Source: an optimization exercise on an open RTL-to-GDS flow (aim: small area). Production flows keep margins and buffers that such runs may drop. Function was checked by simulation only, so behaviour that the tests miss may differ from the original. No activity file was given, so power comes from the tool's default toggle rates.

==> flow/design.v <==
package led_scan_pkg;
    localparam int N_ROWS = 16;
    localparam int N_COLS = 16;
    typedef logic [N_ROWS-1:0][N_COLS-1:0] pixel_frame_t;
    typedef enum logic {
        S_BLANK = 1'b0,
        S_DRIVE = 1'b1
    } scan_state_e;
    function automatic int unsigned max_u(input int unsigned a, input int unsigned b);
        max_u = (a > b) ? a : b;
    endfunction
endpackage
import led_scan_pkg::*;
module led_frame_buffer
(
    input  logic              clk,
    input  logic              RST,
    input  logic [led_scan_pkg::N_ROWS-1:0][led_scan_pkg::N_COLS-1:0] red_i,
    input  logic [led_scan_pkg::N_ROWS-1:0][led_scan_pkg::N_COLS-1:0] grn_i,
    input  logic              valid_i,
    output logic              ready_o,
    input  logic              swap_i,
    input  logic [3:0]        row_idx_i,
    output logic              shown_o,
    output logic [led_scan_pkg::N_COLS-1:0] red_row_o,
    output logic [led_scan_pkg::N_COLS-1:0] grn_row_o
);
    localparam int NR = led_scan_pkg::N_ROWS;
    localparam int NC = led_scan_pkg::N_COLS;
    logic [NR-1:0][NC-1:0] staging_red_q;
    logic [NR-1:0][NC-1:0] staging_grn_q;
    logic [NR-1:0][NC-1:0] shadow_red_q;
    logic [NR-1:0][NC-1:0] shadow_grn_q;
    logic [NC-1:0] row_red_q;
    logic [NC-1:0] row_grn_q;
    logic [3:0]   staging_tap_q;
    logic [3:0]   shadow_tap_q;
    logic         pending_q;
    logic         shown_q;
    logic         fill_q;
    logic         even_inv_q;
    logic         odd_inv_q;
    logic         staging_inv;
    logic         capture;
    logic         load;
    logic         fill;
    assign capture     = !RST && valid_i && !pending_q;
    assign load        = swap_i && pending_q;
    assign fill        = load || fill_q;
    assign staging_inv = !staging_tap_q[0];
    always_ff @(posedge clk) begin
        if (RST) begin
            pending_q <= 1'b0;
            shown_q   <= 1'b0;
        end else if (capture) begin
            pending_q <= 1'b1;
        end else if (load) begin
            pending_q <= 1'b0;
            shown_q   <= 1'b1;
        end
    end
    always_ff @(posedge clk) begin
        if (capture) begin
            staging_red_q <= ~red_i;
            staging_grn_q <= ~grn_i;
        end else begin
            staging_red_q <= ~{staging_red_q[0], staging_red_q[NR-1:1]};
            staging_grn_q <= ~{staging_grn_q[0], staging_grn_q[NR-1:1]};
        end
    end
    always_ff @(posedge clk) begin
        for (int r = 0; r < NR; r += 2) begin
            if (fill) begin
                shadow_red_q[r] <= ~staging_red_q[r];
                shadow_grn_q[r] <= ~staging_grn_q[r];
            end else begin
                shadow_red_q[r] <= ~shadow_red_q[r+1];
                shadow_grn_q[r] <= ~shadow_grn_q[r+1];
            end
        end
        for (int r = 1; r < NR; r += 2) begin
            shadow_red_q[r] <= shadow_red_q[(r+1) % NR];
            shadow_grn_q[r] <= shadow_grn_q[(r+1) % NR];
        end
    end
    always_ff @(posedge clk) begin
        fill_q     <= load;
        even_inv_q <= fill ? !staging_inv : !odd_inv_q;
        odd_inv_q  <= even_inv_q;
    end
    always_ff @(posedge clk) begin
        if (capture) staging_tap_q <= 4'd0;
        else         staging_tap_q <= staging_tap_q + 4'd1;
        if (load)    shadow_tap_q  <= staging_tap_q;
        else         shadow_tap_q  <= shadow_tap_q + 4'd1;
    end
    logic tap_at_0;
    logic tap_at_2;
    assign tap_at_0 = shadow_tap_q == row_idx_i;
    assign tap_at_2 = shadow_tap_q + 4'd2 == row_idx_i;
    always_ff @(posedge clk) begin
        if (!even_inv_q && (tap_at_0 || tap_at_2)) begin
            row_red_q <= ~(tap_at_2 ? shadow_red_q[2] : shadow_red_q[0]);
            row_grn_q <= ~(tap_at_2 ? shadow_grn_q[2] : shadow_grn_q[0]);
        end
    end
    assign ready_o   = !pending_q;
    assign shown_o   = shown_q;
    assign red_row_o = ~row_red_q;
    assign grn_row_o = ~row_grn_q;
endmodule
import led_scan_pkg::*;
module led_matrix_scanner
#(
    parameter int unsigned DWELL_CYCLES = 2048,
    parameter int unsigned BLANK_CYCLES = 16
) (
    input  logic                 clk,
    input  logic                 RST,
    input  logic                 enable,
    input  logic [led_scan_pkg::N_ROWS*led_scan_pkg::N_COLS-1:0] RedPixels,
    input  logic [led_scan_pkg::N_ROWS*led_scan_pkg::N_COLS-1:0] GrnPixels,
    input  logic                 frame_valid,
    output logic                 frame_ready,
    output logic [led_scan_pkg::N_ROWS-1:0] row_sel,
    output logic [3:0]           row_idx,
    output logic [led_scan_pkg::N_COLS-1:0] red_col,
    output logic [led_scan_pkg::N_COLS-1:0] grn_col,
    output logic                 frame_start
);
    localparam int unsigned SLOT  = BLANK_CYCLES + DWELL_CYCLES;
    localparam int unsigned POS_W = $clog2(SLOT);
    localparam logic [POS_W-1:0] POS_LAST  = POS_W'(SLOT - 1);
    localparam logic [POS_W-1:0] POS_DRIVE = POS_W'(BLANK_CYCLES);
    logic [POS_W-1:0]   pos_q;
    logic [3:0]         row_q;
    logic               driving;
    logic               slot_done;
    logic               swap;
    logic [N_COLS-1:0]  red_row;
    logic [N_COLS-1:0]  grn_row;
    logic               shown;
    assign slot_done = (pos_q & POS_LAST) == POS_LAST;
    assign driving   = pos_q >= POS_DRIVE;
    assign swap      = enable && slot_done && (row_q == 4'd15);
    always_ff @(posedge clk) begin
        if (RST) begin
            pos_q <= '0;
            row_q <= '0;
        end else if (!enable) begin
            pos_q <= '0;
        end else if (slot_done) begin
            pos_q <= '0;
            row_q <= row_q + 4'd1;
        end else begin
            pos_q <= pos_q + POS_W'(1);
        end
    end
    led_frame_buffer u_frame_buffer (
        .clk       (clk),
        .RST       (RST),
        .red_i     (RedPixels),
        .grn_i     (GrnPixels),
        .valid_i   (frame_valid),
        .ready_o   (frame_ready),
        .swap_i    (swap),
        .row_idx_i (row_q),
        .shown_o   (shown),
        .red_row_o (red_row),
        .grn_row_o (grn_row)
    );
    always_comb begin
        row_sel     = '0;
        red_col     = '0;
        grn_col     = '0;
        frame_start = 1'b0;
        if (driving) begin
            row_sel     = N_ROWS'(1) << row_q;
            red_col     = shown ? red_row : '0;
            grn_col     = shown ? grn_row : '0;
            frame_start = (pos_q == POS_DRIVE) && (row_q == 4'd0);
        end
    end
    assign row_idx = row_q;
endmodule
Settings: LEC_CHECK=0, CAP_MARGIN=20, CORE_MARGIN=2, CORE_UTILIZATION=75, SLEW_MARGIN=20; clock period 6.0 ns.
standard.sh (not shown) runs the stock make flow with config.mk's settings and CLKGATE_MAP_FILE= SYNTH_SCRIPT=/design/flow/synth_recipe.tcl, a recipe that flattens the netlist after the stock synthesis.
==> flow/flow/run.sh <==
#!/bin/bash
# Own layout flow: the standard synthesis, then an area re-map of the combinational logic
# (registers untouched), then the standard layout with port buffers of the smallest buffer.
set -euo pipefail
W=$PWD
F=$W/flow
R=$W/orfs/results/$FLOW_PLATFORM/led_matrix_scanner/base
LIB=$FLOW_HOME/platforms/$FLOW_PLATFORM/lib/sky130_fd_sc_hd__tt_025C_1v80.lib
YOSYS=$FLOW_HOME/../tools/install/yosys/bin/yosys

bash standard.sh synth > $W/log_synth.txt 2>&1

cp $R/1_2_yosys.v $W/std_1_2_yosys.v
DU=""
for c in $(sed -n '/DONT_USE_CELLS/,/^$/p' $FLOW_HOME/platforms/$FLOW_PLATFORM/config.mk | tr -d '\\' | grep -o 'sky130_fd_sc_hd__[A-Za-z0-9_]*'); do
  DU="$DU -dont_use $c"
done
sed -e "s#@LIB@#$LIB#g" -e "s#@IN@#$W/std_1_2_yosys.v#" -e "s#@OUT@#$W/remap.v#" \
    -e "s#@TOP@#$FLOW_TOP#g" -e "s#@DONTUSE@#$DU#" -e "s#@SCRIPT@#$F/abc_area.script#" \
    $F/remap.ys > $W/remap.ys
$YOSYS -s $W/remap.ys > $W/log_remap.txt 2>&1
cp $W/remap.v $R/1_2_yosys.v
rm -f $R/1_synth.odb $R/1_synth.sdc

CTS="-sink_clustering_enable -repair_clock_nets -dont_use_dummy_load -buf_list sky130_fd_sc_hd__clkbuf_8 -sink_clustering_size 18 -sink_clustering_max_diameter 45"
bash standard.sh "BUFFER_PORTS_ARGS=-buffer_cell sky130_fd_sc_hd__buf_1" "CTS_ARGS=$CTS" finish > $W/log_layout.txt 2>&1
==> flow/flow/abc_area.script <==
strash
dch
amap
topo
==> flow/flow/remap.ys <==
# Re-map the combinational logic of the standard synthesis netlist for area. The registers
# (and tie cells) stay the very same instances; only the logic between them is re-mapped.
read_liberty -ignore_miss_func @LIB@
read_verilog @IN@
hierarchy -top @TOP@
setattr -mod -set keep_hierarchy 1 sky130_fd_sc_hd__df* sky130_fd_sc_hd__edf* sky130_fd_sc_hd__sdf* sky130_fd_sc_hd__dl* sky130_fd_sc_hd__conb_1
flatten -wb
opt_clean -purge
delete t:$scopeinfo
stat
abc -liberty @LIB@ @DONTUSE@ -script @SCRIPT@
opt_clean -purge
stat -liberty @LIB@
select @TOP@
write_verilog -selected -noattr -noexpr -nohex -nodec @OUT@
Then changed:
--- a/flow/flow/run.sh
+++ b/flow/flow/run.sh
@@ -1,5 +1,15 @@
 #!/bin/bash
-# Own layout flow: the standard synthesis, then an area re-map of the combinational logic
-# (registers untouched), then the standard layout with port buffers of the smallest buffer.
+# Own layout flow:
+#  1. the standard synthesis, unchanged (standard.sh synth);
+#  2. an area re-map of its combinational logic with Yosys/ABC (remap.ys, abc_area.script):
+#     every register (and tie cell) stays the same instance with the same name and cell type,
+#     only the logic between them is mapped again, for area (ABC amap);
+#  3. the standard layout (standard.sh finish) on that netlist, with two changes:
+#     - every input and output port still gets a buffer, but of the smallest buffer cell
+#       (buf_1) instead of the one buffer_ports picks by default;
+#     - clock tree: clkbuf_8 only, sink clusters of at most 18 registers within 50 um, and no
+#       dummy loads; the clock still reaches every register through buffers.
+# Each tool's full output goes to a log of its own here: log_synth.txt, log_remap.txt,
+# log_layout.txt (and ORFS's own logs under orfs/logs).
 set -euo pipefail
 W=$PWD
@@ -23,4 +33,4 @@
 rm -f $R/1_synth.odb $R/1_synth.sdc
 
-CTS="-sink_clustering_enable -repair_clock_nets -dont_use_dummy_load -buf_list sky130_fd_sc_hd__clkbuf_8 -sink_clustering_size 18 -sink_clustering_max_diameter 45"
+CTS="-sink_clustering_enable -repair_clock_nets -dont_use_dummy_load -buf_list sky130_fd_sc_hd__clkbuf_8 -sink_clustering_size 18 -sink_clustering_max_diameter 50"
 bash standard.sh "BUFFER_PORTS_ARGS=-buffer_cell sky130_fd_sc_hd__buf_1" "CTS_ARGS=$CTS" finish > $W/log_layout.txt 2>&1
Settings changed: CORE_UTILIZATION 75 to 70.
After rerunning:
- The new run produced a clean layout
- first-iteration DRC count came out higher by about 25%
- die area came out higher by about 7%
- worst hold slack degrades by 0.025 ns
- non-clock buffer count came out lower by 1
- cell area barely changes
- count of clock-buffer cells in the layout came out lower by 1
Then changed:
--- a/flow/flow/run.sh
+++ b/flow/flow/run.sh
@@ -1,15 +1,5 @@
 #!/bin/bash
-# Own layout flow:
-#  1. the standard synthesis, unchanged (standard.sh synth);
-#  2. an area re-map of its combinational logic with Yosys/ABC (remap.ys, abc_area.script):
-#     every register (and tie cell) stays the same instance with the same name and cell type,
-#     only the logic between them is mapped again, for area (ABC amap);
-#  3. the standard layout (standard.sh finish) on that netlist, with two changes:
-#     - every input and output port still gets a buffer, but of the smallest buffer cell
-#       (buf_1) instead of the one buffer_ports picks by default;
-#     - clock tree: clkbuf_8 only, sink clusters of at most 18 registers within 50 um, and no
-#       dummy loads; the clock still reaches every register through buffers.
-# Each tool's full output goes to a log of its own here: log_synth.txt, log_remap.txt,
-# log_layout.txt (and ORFS's own logs under orfs/logs).
+# Own layout flow: the standard synthesis, then an area re-map of the combinational logic
+# (registers untouched), then the standard layout with port buffers of the smallest buffer.
 set -euo pipefail
 W=$PWD
Settings changed: CAP_MARGIN 20 to 0, SLEW_MARGIN 20 to 0.
What happened: Fmax goes up by 0.68%; sequential share of layout area is about the same; wire length barely changes; die area does not change; core utilization barely changes; first-iteration DRC count drops by 0.40%; power stays flat; worst setup slack improves by 0.027 ns; cell count barely changes.
Then changed:
--- a/flow/flow/run.sh
+++ b/flow/flow/run.sh
@@ -23,4 +23,4 @@
 rm -f $R/1_synth.odb $R/1_synth.sdc
 
-CTS="-sink_clustering_enable -repair_clock_nets -dont_use_dummy_load -buf_list sky130_fd_sc_hd__clkbuf_8 -sink_clustering_size 18 -sink_clustering_max_diameter 50"
+CTS="-sink_clustering_enable -repair_clock_nets -dont_use_dummy_load -buf_list sky130_fd_sc_hd__clkbuf_16 -sink_clustering_size 30 -sink_clustering_max_diameter 55"
 bash standard.sh "BUFFER_PORTS_ARGS=-buffer_cell sky130_fd_sc_hd__buf_1" "CTS_ARGS=$CTS" finish > $W/log_layout.txt 2>&1
Settings changed: CAP_MARGIN 0 to 20, SLEW_MARGIN 0 to 20.
Effect: The new run produced a clean layout. Routed wire length increases by 1.4%. Total power is higher by 3.4%. Design area came out higher by 0.89%. Worst setup slack improved by 0.013 ns.
Then changed:
--- a/flow/flow/run.sh
+++ b/flow/flow/run.sh
@@ -23,4 +23,4 @@
 rm -f $R/1_synth.odb $R/1_synth.sdc
 
-CTS="-sink_clustering_enable -repair_clock_nets -dont_use_dummy_load -buf_list sky130_fd_sc_hd__clkbuf_16 -sink_clustering_size 30 -sink_clustering_max_diameter 55"
+CTS="-sink_clustering_enable -repair_clock_nets -dont_use_dummy_load -buf_list sky130_fd_sc_hd__clkbuf_8 -sink_clustering_size 18 -sink_clustering_max_diameter 50"
 bash standard.sh "BUFFER_PORTS_ARGS=-buffer_cell sky130_fd_sc_hd__buf_1" "CTS_ARGS=$CTS" finish > $W/log_layout.txt 2>&1
The new run finished with timing, DRC and antenna clean.
Cell area is lower by about 0.8%.
Power came out lower by about 3.3%.
Worst hold slack degrades by 0.019 ns.
Global-route usage fell by 0.32 points.
Area after synthesis does not change.
Sequential share of layout area goes up by 0.54 points.
Sequential power is about the same.
Non-clock buffer count is unchanged.

## separate check: timing with driven ports
In the flow no input, the clock included, has a driving cell. The finished layouts below were timed again as built, in two steps.
Step 1 (the two cells are an assumption about what drives the block):
set clk [get_ports {clk}]
set_driving_cell -lib_cell sky130_fd_sc_hd__clkbuf_16 $clk
set_driving_cell -lib_cell sky130_fd_sc_hd__buf_2 [delete_from_list [all_inputs] $clk]
Step 2 moves the port delays by t, midway between the first and last clock arrival at a register: inputs arrive t later, outputs are due t later. That takes back most of the time a late clock gives input paths.
Slacks: ideal / step 1 / step 2; pairs: ideal / step 1.
| run | t, ns | setup slack, ns | worst setup path after step 2 | worst slew at a driven data input, ns |
|---|---|---|---|---|
| the first run | 0.686 | 2.096 / 2.096 / 1.884 | input to register | 0.14 |
| the second run | 0.687 | 1.988 / 1.988 / 1.777 | input to register | 0.13 |
| the third run | 0.689 | 2.015 / 2.015 / 1.781 | input to register | 0.12 |
| the fourth run | 0.647 | 2.028 / 2.028 / 1.843 | input to register | 0.12 |
| the fifth run | 0.687 | 1.988 / 1.988 / 1.777 | input to register | 0.13 |
After both steps setup and hold are still met in every run listed. For the third run, which loses most, drivers alone change the setup slack by 0.000 ns; drivers and shift together by -0.234 ns.
